From an optimization exercise on the open Yosys and OpenROAD flow, aimed at small area and a short achievable clock period; shortcuts taken in it are not production practice. Only simulation tests tie the RTL to the original design; equivalence was not proved. No activity file was given, so power comes from the tool's default toggle rates.

==> flow/design.v <==
`default_nettype none
package mips_pkg;
    typedef logic [31:0] word_t;
    typedef logic [4:0]  reg_addr_t;
    typedef logic [15:0] imm_t;
    typedef logic [4:0]  shamt_t;
    localparam logic [5:0] OPCODE_SPECIAL = 6'b000000;
    localparam logic [5:0] OPCODE_REGIMM  = 6'b000001;
    localparam logic [5:0] OPCODE_BEQ     = 6'b000100;
    localparam logic [5:0] OPCODE_BNE     = 6'b000101;
    localparam logic [5:0] OPCODE_BLEZ    = 6'b000110;
    localparam logic [5:0] OPCODE_BGTZ    = 6'b000111;
    localparam logic [5:0] OPCODE_ADDI    = 6'b001000;
    localparam logic [5:0] OPCODE_ADDIU   = 6'b001001;
    localparam logic [5:0] OPCODE_SLTI    = 6'b001010;
    localparam logic [5:0] OPCODE_SLTIU   = 6'b001011;
    localparam logic [5:0] OPCODE_ANDI    = 6'b001100;
    localparam logic [5:0] OPCODE_ORI     = 6'b001101;
    localparam logic [5:0] OPCODE_XORI    = 6'b001110;
    localparam logic [5:0] OPCODE_AUI     = 6'b001111;
    localparam logic [5:0] FUNCT_SLL  = 6'b000000;
    localparam logic [5:0] FUNCT_SRL  = 6'b000010;
    localparam logic [5:0] FUNCT_SRA  = 6'b000011;
    localparam logic [5:0] FUNCT_SLLV = 6'b000100;
    localparam logic [5:0] FUNCT_SRLV = 6'b000110;
    localparam logic [5:0] FUNCT_SRAV = 6'b000111;
    localparam logic [5:0] FUNCT_ADD  = 6'b100000;
    localparam logic [5:0] FUNCT_ADDU = 6'b100001;
    localparam logic [5:0] FUNCT_SUB  = 6'b100010;
    localparam logic [5:0] FUNCT_SUBU = 6'b100011;
    localparam logic [5:0] FUNCT_AND  = 6'b100100;
    localparam logic [5:0] FUNCT_OR   = 6'b100101;
    localparam logic [5:0] FUNCT_XOR  = 6'b100110;
    localparam logic [5:0] FUNCT_NOR  = 6'b100111;
    localparam logic [5:0] FUNCT_SLT  = 6'b101010;
    localparam logic [5:0] FUNCT_SLTU = 6'b101011;
    localparam logic [4:0] RT_BLTZ = 5'b00000;
    localparam logic [4:0] RT_BGEZ = 5'b00001;
    typedef enum logic [3:0] {
        ALU_OP_ADD, ALU_OP_SUB, ALU_OP_AND, ALU_OP_OR,
        ALU_OP_XOR, ALU_OP_NOR, ALU_OP_SLT, ALU_OP_SLTU,
        ALU_OP_SLL, ALU_OP_SRL, ALU_OP_SRA,
        ALU_OP_SLLV, ALU_OP_SRLV, ALU_OP_SRAV
    } alu_op_t;
    typedef enum logic [1:0] {
        EXT_OP_NOP, EXT_OP_ZE, EXT_OP_SE, EXT_OP_LS
    } ext_op_t;
    typedef enum logic [2:0] {
        BR_NONE, BR_EQ, BR_NE, BR_LEZ, BR_GTZ, BR_GEZ, BR_LTZ
    } branch_op_t;
endpackage
`default_nettype wire
`timescale 1ns/1ps
`default_nettype none
module mips_core (
    input  wire                         clk,
    input  wire                         reset,
    input  wire                         ins_valid,
    input  wire mips_pkg::word_t        ins,
    output logic                        wb_valid,
    output mips_pkg::reg_addr_t         wb_addr,
    output mips_pkg::word_t             wb_data,
    output logic                        branch_valid,
    output logic                        branch_taken,
    output logic                        ins_illegal
);
    logic [5:0] opcode, funct;
    logic [4:0] rs_f, rt_f, rd_f;
    assign opcode = ins[31:26];
    assign rs_f   = ins[25:21];
    assign rt_f   = ins[20:16];
    assign rd_f   = ins[15:11];
    assign funct  = ins[5:0];
    logic       d_wr, d_ill, d_br;
    logic       d_use_imm;           
    logic       d_zero_b;            
    logic [1:0] d_ext;               
    logic       d_sub;               
    logic       d_signed;            
    logic       d_sra;               
    logic       d_var;               
    logic [7:0] d_sel;               
    logic [2:0] d_bop;               
    logic [4:0] d_dst;
    localparam int S_ADD = 0, S_SLT = 1, S_AND = 2, S_OR = 3, S_XOR = 4,
                   S_NOR = 5, S_SHR = 6, S_SHL = 7;
    always_comb begin
        d_wr      = 1'b0;
        d_ill     = 1'b0;
        d_br      = 1'b0;
        d_use_imm = 1'b0;
        d_zero_b  = 1'b0;
        d_ext     = 2'd0;
        d_sub     = 1'b0;
        d_signed  = 1'b0;
        d_sra     = 1'b0;
        d_var     = 1'b0;
        d_sel     = '0;
        d_bop     = 3'b000;
        d_dst     = rt_f;
        case (opcode)
            6'b000000: begin
                d_dst = rd_f;
                d_wr  = 1'b1;
                case (funct)
                    6'b000000: d_sel[S_SHL] = 1'b1;
                    6'b000010: d_sel[S_SHR] = 1'b1;
                    6'b000011: begin d_sel[S_SHR] = 1'b1; d_sra = 1'b1; end
                    6'b000100: begin d_sel[S_SHL] = 1'b1; d_var = 1'b1; end
                    6'b000110: begin d_sel[S_SHR] = 1'b1; d_var = 1'b1; end
                    6'b000111: begin d_sel[S_SHR] = 1'b1; d_var = 1'b1; d_sra = 1'b1; end
                    6'b100000,
                    6'b100001: d_sel[S_ADD] = 1'b1;
                    6'b100010,
                    6'b100011: begin d_sel[S_ADD] = 1'b1; d_sub = 1'b1; end
                    6'b100100: d_sel[S_AND] = 1'b1;
                    6'b100101: d_sel[S_OR]  = 1'b1;
                    6'b100110: d_sel[S_XOR] = 1'b1;
                    6'b100111: d_sel[S_NOR] = 1'b1;
                    6'b101010: begin d_sel[S_SLT] = 1'b1; d_sub = 1'b1; d_signed = 1'b1; end
                    6'b101011: begin d_sel[S_SLT] = 1'b1; d_sub = 1'b1; end
                    default: begin d_wr = 1'b0; d_ill = 1'b1; end
                endcase
            end
            6'b000001: begin
                case (rt_f)
                    5'b00000: begin d_br = 1'b1; d_bop = 3'b010; end  
                    5'b00001: begin d_br = 1'b1; d_bop = 3'b110; end  
                    default:  d_ill = 1'b1;
                endcase
            end
            6'b000100: begin d_br = 1'b1; d_bop = 3'b001; end  
            6'b000101: begin d_br = 1'b1; d_bop = 3'b101; end  
            6'b000110: begin d_br = 1'b1; d_bop = 3'b011; d_zero_b = 1'b1; end  
            6'b000111: begin d_br = 1'b1; d_bop = 3'b111; d_zero_b = 1'b1; end  
            6'b001000,
            6'b001001: begin d_wr = 1'b1; d_use_imm = 1'b1; d_ext = 2'd1; d_sel[S_ADD] = 1'b1; end
            6'b001010: begin d_wr = 1'b1; d_use_imm = 1'b1; d_ext = 2'd1; d_sel[S_SLT] = 1'b1; d_sub = 1'b1; d_signed = 1'b1; end
            6'b001011: begin d_wr = 1'b1; d_use_imm = 1'b1; d_ext = 2'd1; d_sel[S_SLT] = 1'b1; d_sub = 1'b1; end
            6'b001100: begin d_wr = 1'b1; d_use_imm = 1'b1; d_sel[S_AND] = 1'b1; end
            6'b001101: begin d_wr = 1'b1; d_use_imm = 1'b1; d_sel[S_OR]  = 1'b1; end
            6'b001110: begin d_wr = 1'b1; d_use_imm = 1'b1; d_sel[S_XOR] = 1'b1; end
            6'b001111: begin d_wr = 1'b1; d_use_imm = 1'b1; d_ext = 2'd2; d_sel[S_ADD] = 1'b1; end
            default:   d_ill = 1'b1;
        endcase
    end
    logic [31:0] imm_ext;
    always_comb begin
        case (d_ext)
            2'd1:    imm_ext = {{16{ins[15]}}, ins[15:0]};
            2'd2:    imm_ext = {ins[15:0], 16'h0000};
            default: imm_ext = {16'h0000, ins[15:0]};
        endcase
    end
    logic [31:1][31:0] rf;
    logic [31:1]       rs_sel, rt_sel;
    logic [31:0]       rs_val, rt_val;
    always_comb begin
        rs_val = '0;
        rt_val = '0;
        for (int i = 1; i < 32; i++) begin
            rs_sel[i] = (rs_f == i[4:0]);
            rt_sel[i] = (rt_f == i[4:0]) && !d_use_imm && !d_zero_b;
            rs_val = rs_val | ({32{rs_sel[i]}} & rf[i]);
            rt_val = rt_val | ({32{rt_sel[i]}} & rf[i]);
        end
    end
    logic [31:0] a_q, b_q;
    logic [4:0]  sa_q;
    logic        fa_q, fb_q, fsa_q;
    logic [4:0]  dst_q;
    logic        wr_q, br_q, ill_q;
    logic        sub_q, signed_q, sra_q;
    logic [7:0]  sel_q;
    logic [2:0]  bop_q;
    logic        take;
    assign take = ins_valid && !reset;
    logic fa_d, fb_d;
    assign fa_d = wr_q && (rs_f == dst_q);
    assign fb_d = wr_q && (rt_f == dst_q) && !d_use_imm && !d_zero_b;
    always_ff @(posedge clk) begin
        a_q      <= rs_val;
        b_q      <= rt_val | ({32{d_use_imm}} & imm_ext);
        sa_q     <= d_var ? rs_val[4:0] : ins[10:6];
        fa_q     <= fa_d;
        fb_q     <= fb_d;
        fsa_q    <= fa_d && d_var;
        dst_q    <= d_dst;
        wr_q     <= take && d_wr && (d_dst != 5'd0);
        br_q     <= take && d_br;
        ill_q    <= take && d_ill;
        sub_q    <= d_sub;
        signed_q <= d_signed;
        sra_q    <= d_sra;
        sel_q    <= d_sel;
        bop_q    <= d_bop;
    end
    logic [31:0] a, b, bx;
    logic [4:0]  sa;
    assign a  = fa_q  ? wb_data       : a_q;
    assign b  = fb_q  ? wb_data       : b_q;
    assign sa = fsa_q ? wb_data[4:0]  : sa_q;
    assign bx = b ^ {32{sub_q}};
    logic [32:0] sum;
    assign sum = {1'b0, a} + {1'b0, bx} + {32'd0, sub_q};
    logic lt;
    assign lt = signed_q ? ((a[31] ^ b[31]) ? a[31] : sum[31]) : !sum[32];
    logic [31:0] sh_in, shr, shl;
    logic        fill;
    always_comb begin
        for (int i = 0; i < 32; i++) sh_in[i] = sel_q[S_SHL] ? b[31 - i] : b[i];
    end
    assign fill = sra_q && b[31];
    assign shr  = 32'($signed({fill, sh_in}) >>> sa);
    always_comb begin
        for (int i = 0; i < 32; i++) shl[i] = shr[31 - i];
    end
    logic [7:0] sel;
    assign sel = reset ? 8'd0 : sel_q;
    logic [31:0] result;
    assign result = ({32{sel[S_ADD]}} & sum[31:0])
                  | ({31'd0, sel[S_SLT] & lt})
                  | ({32{sel[S_AND]}} & (a & b))
                  | ({32{sel[S_OR]}}  & (a | b))
                  | ({32{sel[S_XOR]}} & (a ^ b))
                  | ({32{sel[S_NOR]}} & ~(a | b))
                  | ({32{sel[S_SHR]}} & shr)
                  | ({32{sel[S_SHL]}} & shl);
    logic eq, taken;
    assign eq    = (a == b);
    assign taken = bop_q[2] ^ ((bop_q[0] && eq) || (bop_q[1] && a[31]));
    always_ff @(posedge clk) begin
        for (int i = 1; i < 32; i++) begin
            if (reset || (wr_q && dst_q == i[4:0])) rf[i] <= result;
        end
    end
    always_ff @(posedge clk) begin
        wb_valid     <= wr_q && !reset;
        branch_valid <= br_q && !reset;
        ins_illegal  <= ill_q && !reset;
        wb_addr      <= dst_q;
        wb_data      <= result;
        branch_taken <= taken;
    end
endmodule
`default_nettype wire
==> flow/run.sh <==
#!/bin/bash
# synth_recipe.tcl (not shown) runs the flow's synth.tcl, then flattens the netlist and writes it again
# the make line also repeats each setting of config.mk as NAME=value (left out here)
make -C /OpenROAD-flow-scripts/flow DESIGN_CONFIG=/design/flow/config.mk WORK_HOME=/design/flow/orfs CLKGATE_MAP_FILE= SYNTH_SCRIPT=/design/flow/synth_recipe.tcl finish
==> flow/config.mk <==
export PLATFORM = sky130hd
export DESIGN_NAME = mips_core
export DESIGN_NICKNAME = mips_core
export VERILOG_FILES = /design/flow/design.v
export SDC_FILE = /design/flow/constraint.sdc
export NUM_CORES = 4
export LEC_CHECK = 0
export CAP_MARGIN = 20
export CORE_MARGIN = 2
export CORE_UTILIZATION = 40
export SLEW_MARGIN = 20
==> flow/constraint.sdc <==
create_clock -name core_clock -period 10.0 [get_ports {clk}]
set_input_delay 2.0000 -clock core_clock [delete_from_list [all_inputs] [get_ports {clk}]]
set_output_delay 2.0000 -clock core_clock [all_outputs]
set_load 0.01 [all_outputs]
==> results.txt <==
status -> no timing/DRC/antenna violations
final hold vios -> 0
vias in the first global route -> 42800
Sw Share -> 32.4%
Fmax -> 0.159 GHz
pwr dens -> 253 nW/um^2
LEAKAGE -> 21.0 nW
CTS root buf -> clkbuf_16
Worst-path clk slew -> 60 ps
routed vias/inst -> 7.85
Crit Path Max Fanout -> 33
Post-DRT Antenna Nets -> 0
Die Height -> 367 um
Final Skew -> 31.9 ps
DRC errors left -> 0
Finished Core Util -> 46.1%
I/O pins -> 76
MaxCap Viol Count -> 0
Post-Synthesis Cells -> 4013
worst path arrival time -> 6670 ps
Comb power frac -> 20.3%
Post-Route M1 WL -> 91000 um
Hold-fix buffers, CTS -> 0
share of post-route cells with drive strength above 1 -> 13.3%
Mapped Avg Cell Area -> 13.1 um^2
PortBufs -> 75
# rows -> 133
Crit Path Class -> in2reg
Top FF cell, synth -> edfxtp_1
DP Wirelength -> 157000 um
number of synthesized flops with an enable pin -> 992
Min Clock Period, post-route -> 6280 ps
GRT Util Overall -> 39.6%
Sw Pwr -> 4.95 mW
#FFs+latches synth -> 1127
R2R Setup Slk -> 4020 ps
clock power share -> 29.1%
post-CTS resize count -> 0
Post-CTS Setup Inserts -> 0
met3 wire length -> 50300 um
initial antenna violation count -> 22
Yosys Warn Count -> 1
Setup-failing EPs final -> 0
Hold Path Class -> reg2reg
period utilisation layout -> 62.8%
pre-CTS WS -> 3230 ps
CTS sink count -> 1127
Post-synth ARST share -> 0%
CP Capture Type -> register
crit start category -> input pin
drt first pass iters -> 14
core area -> 131000 um^2
WL final -> 276000 um
Cell variety after synth -> 79
Initial Utilization -> 40.2%
setup TNS after final layout -> 0 ps
Vias -> 46600
register share of total power -> 50.6%
Final Wtd Congestion -> 1.15
Met2 Routed Length -> 109000 um
internal power -> 10.3 mW
max layer used -> met5
Slew HR -> 15.0%
max-slew violation count -> 0
Die ar. -> 135000 um^2
Synth Net Count -> 4146
wire per inst -> 46.5 um
clk buf depth -> 3
RSZ-0062 raised after global routing -> no
CTS tree -> built
largest net degree at the start of global routing -> 50
Data required, critical path -> 10390 ps
Synth-to-Final Area Change -> 14.8%
Clk Latency, worst-skew pair -> 780 ps
slack of the critical path -> 3720 ps
global route overflow -> 0
DR iter-0 viols -> 11700
Nets -> 4199
Worst VDD drop -> 199 uV
Die W -> 367 um
sequential-to-total area share from yosys stat -> 61.7%
global-route wire length before repair -> 366000 um
Worst-Margin Slew -> 1280 ps
mapped cell area -> 52700 um^2
H-tree lvl count -> 3
CTS Buf Count -> 113
## cell type report
type                            instances  area (um^2)
Fill cell                           11700        70600
Sequential cell                      1127        32500
Multi-Input combinational cell       2513        19700
Clock buffer                          143         3090
Tap cell                             1755         2200
Timing Repair Buffer                  233         1980
Clock inverter                         69          734
Inverter                               78          293
Antenna cell                           19         47.5
## synth_stat cells (6+ instances only)
| library cell | number | share of area [%] |
|---|---|---|
| a211o_1 | 10 | 0.17 |
| a211oi_1 | 14 | 0.20 |
| a21o_1 | 16 | 0.23 |
| a21oi_1 | 124 | 1.2 |
| a221o_1 | 14 | 0.27 |
| a221oi_1 | 201 | 3.3 |
| a222oi_1 | 35 | 0.66 |
| a22o_1 | 174 | 2.9 |
| a22oi_1 | 598 | 8.5 |
| a31oi_1 | 12 | 0.14 |
| and2_1 | 11 | 0.13 |
| and3_1 | 10 | 0.12 |
| buf_1 | 45 | 0.32 |
| buf_2 | 13 | 0.12 |
| clkbuf_1 | 225 | 1.6 |
| dfxtp_1 | 135 | 5.1 |
| edfxtp_1 | 992 | 57 |
| ha_1 | 97 | 2.3 |
| inv_1 | 69 | 0.49 |
| inv_2 | 9 | 0.064 |
| mux2_2 | 23 | 0.49 |
| mux2i_1 | 133 | 2.5 |
| mux2i_2 | 7 | 0.18 |
| mux4_2 | 28 | 1.2 |
| nand2_1 | 139 | 0.99 |
| nand2b_1 | 16 | 0.19 |
| nand3_1 | 180 | 1.7 |
| nand4_1 | 98 | 1.2 |
| nor2_1 | 174 | 1.2 |
| nor2b_1 | 19 | 0.23 |
| nor3_1 | 22 | 0.21 |
| nor4_1 | 12 | 0.14 |
| o211ai_1 | 16 | 0.23 |
| o21ai_0 | 75 | 0.71 |
| o21ai_1 | 6 | 0.057 |
| o21bai_1 | 6 | 0.085 |
| o221ai_1 | 12 | 0.20 |
| o22ai_1 | 10 | 0.12 |
| o31ai_1 | 12 | 0.17 |
| or3_1 | 19 | 0.23 |
| or4_1 | 55 | 0.78 |
| xnor2_1 | 52 | 0.86 |
| xor2_1 | 16 | 0.27 |
## state kept, by name, indices dropped and copies added, names as in the netlist
name          flops
fsa_q             1
b_q              32
dst_q             5
sel_q             8
rf              992
br_q              1
ins_illegal       1
a_q              32
fb_q              1
wb_valid          1
bop_q             3
fa_q              1
signed_q          1
sa_q              5
branch_valid      1
sra_q             1
sub_q             1
wr_q              1
wb_addr           5
wb_data          32
branch_taken      1
ill_q             1
## critical path: stages
cell and delay, ps:
clkdlybuf4s50_1 800, inv_2 1010, nand2_1 800, buf_4 480, a21oi_1 200, a221oi_1 70
o311ai_0 140, a211oi_1 110, o211ai_1 120, a221o_1 900
## power by group through the flow
stage          Clock [mW]  Sequential, mW  Combinational (mW)
2_1_floorplan           0            7.41                1.64
3_3_place_gp            0            7.72                2.89
3_5_place_dp            0            7.74                2.91
4_1_cts              4.42            7.65                2.92
5_1_grt              4.60            7.78                3.21
6_report             4.44            7.73                3.11
## layer usage
metal / vias up / track usage (%)
met5: - / 1.18
met4: 22 / 27.6
met3: 1677 / 19.4
met2: 5653 / 54.6
met1: 22500 / 48.1
li1: 16800 / -
## cells in the final DEF, fill, tap and decap left out, drive strengths merged, types with 16 or more instances in the layout
cell / Yosys / routed
edfxtp: 992 / 992
a22oi: 598 / 598
a221oi: 203 / 203
nand3: 180 / 180
a22o: 174 / 174
nor2: 174 / 174
buf: 70 / 158
mux2i: 144 / 144
clkbuf: 225 / 143
nand2: 140 / 140
dfxtp: 135 / 135
a21oi: 125 / 125
nand4: 98 / 98
ha: 97 / 97
o21ai: 82 / 82
inv: 78 / 81
clkdlybuf4s50: 0 / 75
or4: 55 / 55
xnor2: 52 / 52
clkinv: 0 / 42
a222oi: 35 / 35
mux4: 30 / 30
mux2: 24 / 24
nor3: 22 / 22
diode: 0 / 19
or3: 19 / 19
nor2b: 19 / 19
o211ai: 16 / 16
xor2: 16 / 16
nand2b: 16 / 16
a21o: 16 / 16
## stage by stage
stage,total power [mW],area (um^2),hold WS [ps],std cells
floorplan,9.05,52700,329,4013
global placement,10.6,56400,421,5703
detailed placement,10.6,56500,423,5703
CTS,15.0,60300,431,5915
global route,15.6,60500,444,5918
finish,15.3,60500,428,5937
## worst paths after layout
check	from	depth (start not counted)	to
setup / recovery	reset	10	rf[928]$_DFFE_PP_
hold / removal	bop_q[2]$_DFF_P_	1	branch_taken$_DFF_P_
setup reg to reg	fb_q$_DFF_P_	12	rf[928]$_DFFE_PP_
hold reg to reg	bop_q[2]$_DFF_P_	1	branch_taken$_DFF_P_
## kinds of logic (layout without fill, tap and decap cells)
logic type / Yosys count / after routing / share of synthesized area [%]
AND/OR/NAND/NOR: 768 / 768 / 7.32
AO/OA/AOI/OAI: 1381 / 1381 / 20.0
flip-flops: 1127 / 1127 / 61.7
adder cells (fa/ha/maj): 98 / 98 / 2.34
buffers and inverters: 373 / 523 / 2.85
other: 0 / 19 / 0
multiplexers: 198 / 198 / 4.70
XOR/XNOR: 68 / 68 / 1.13

## afterwards: timing with drivers on the ports
No port has a modelled driver above. Below, the same layout with a new extraction and two added sets of constraints. Step 1 sets driving cells, clkbuf_16 on the clock port and buf_2 on the other inputs (assumed; they add their load-dependent delay and slew). Step 2, shift: input delay + t, output delay - t, t = (earliest + latest rising clock arrival at the registers) / 2. This alone moves slack from input paths to output paths. Three values: ideal ports, drivers, drivers and shift; two values: the first two.
t, ns: 0.845
setup WS [ns]: 3.720 / 3.773 / 2.928
worst slew at a driven data input, ns: 0.15
After both steps this run still meets setup and hold. The setup slack of this run moves by +0.053 ns with the drivers and by -0.792 ns with both steps.
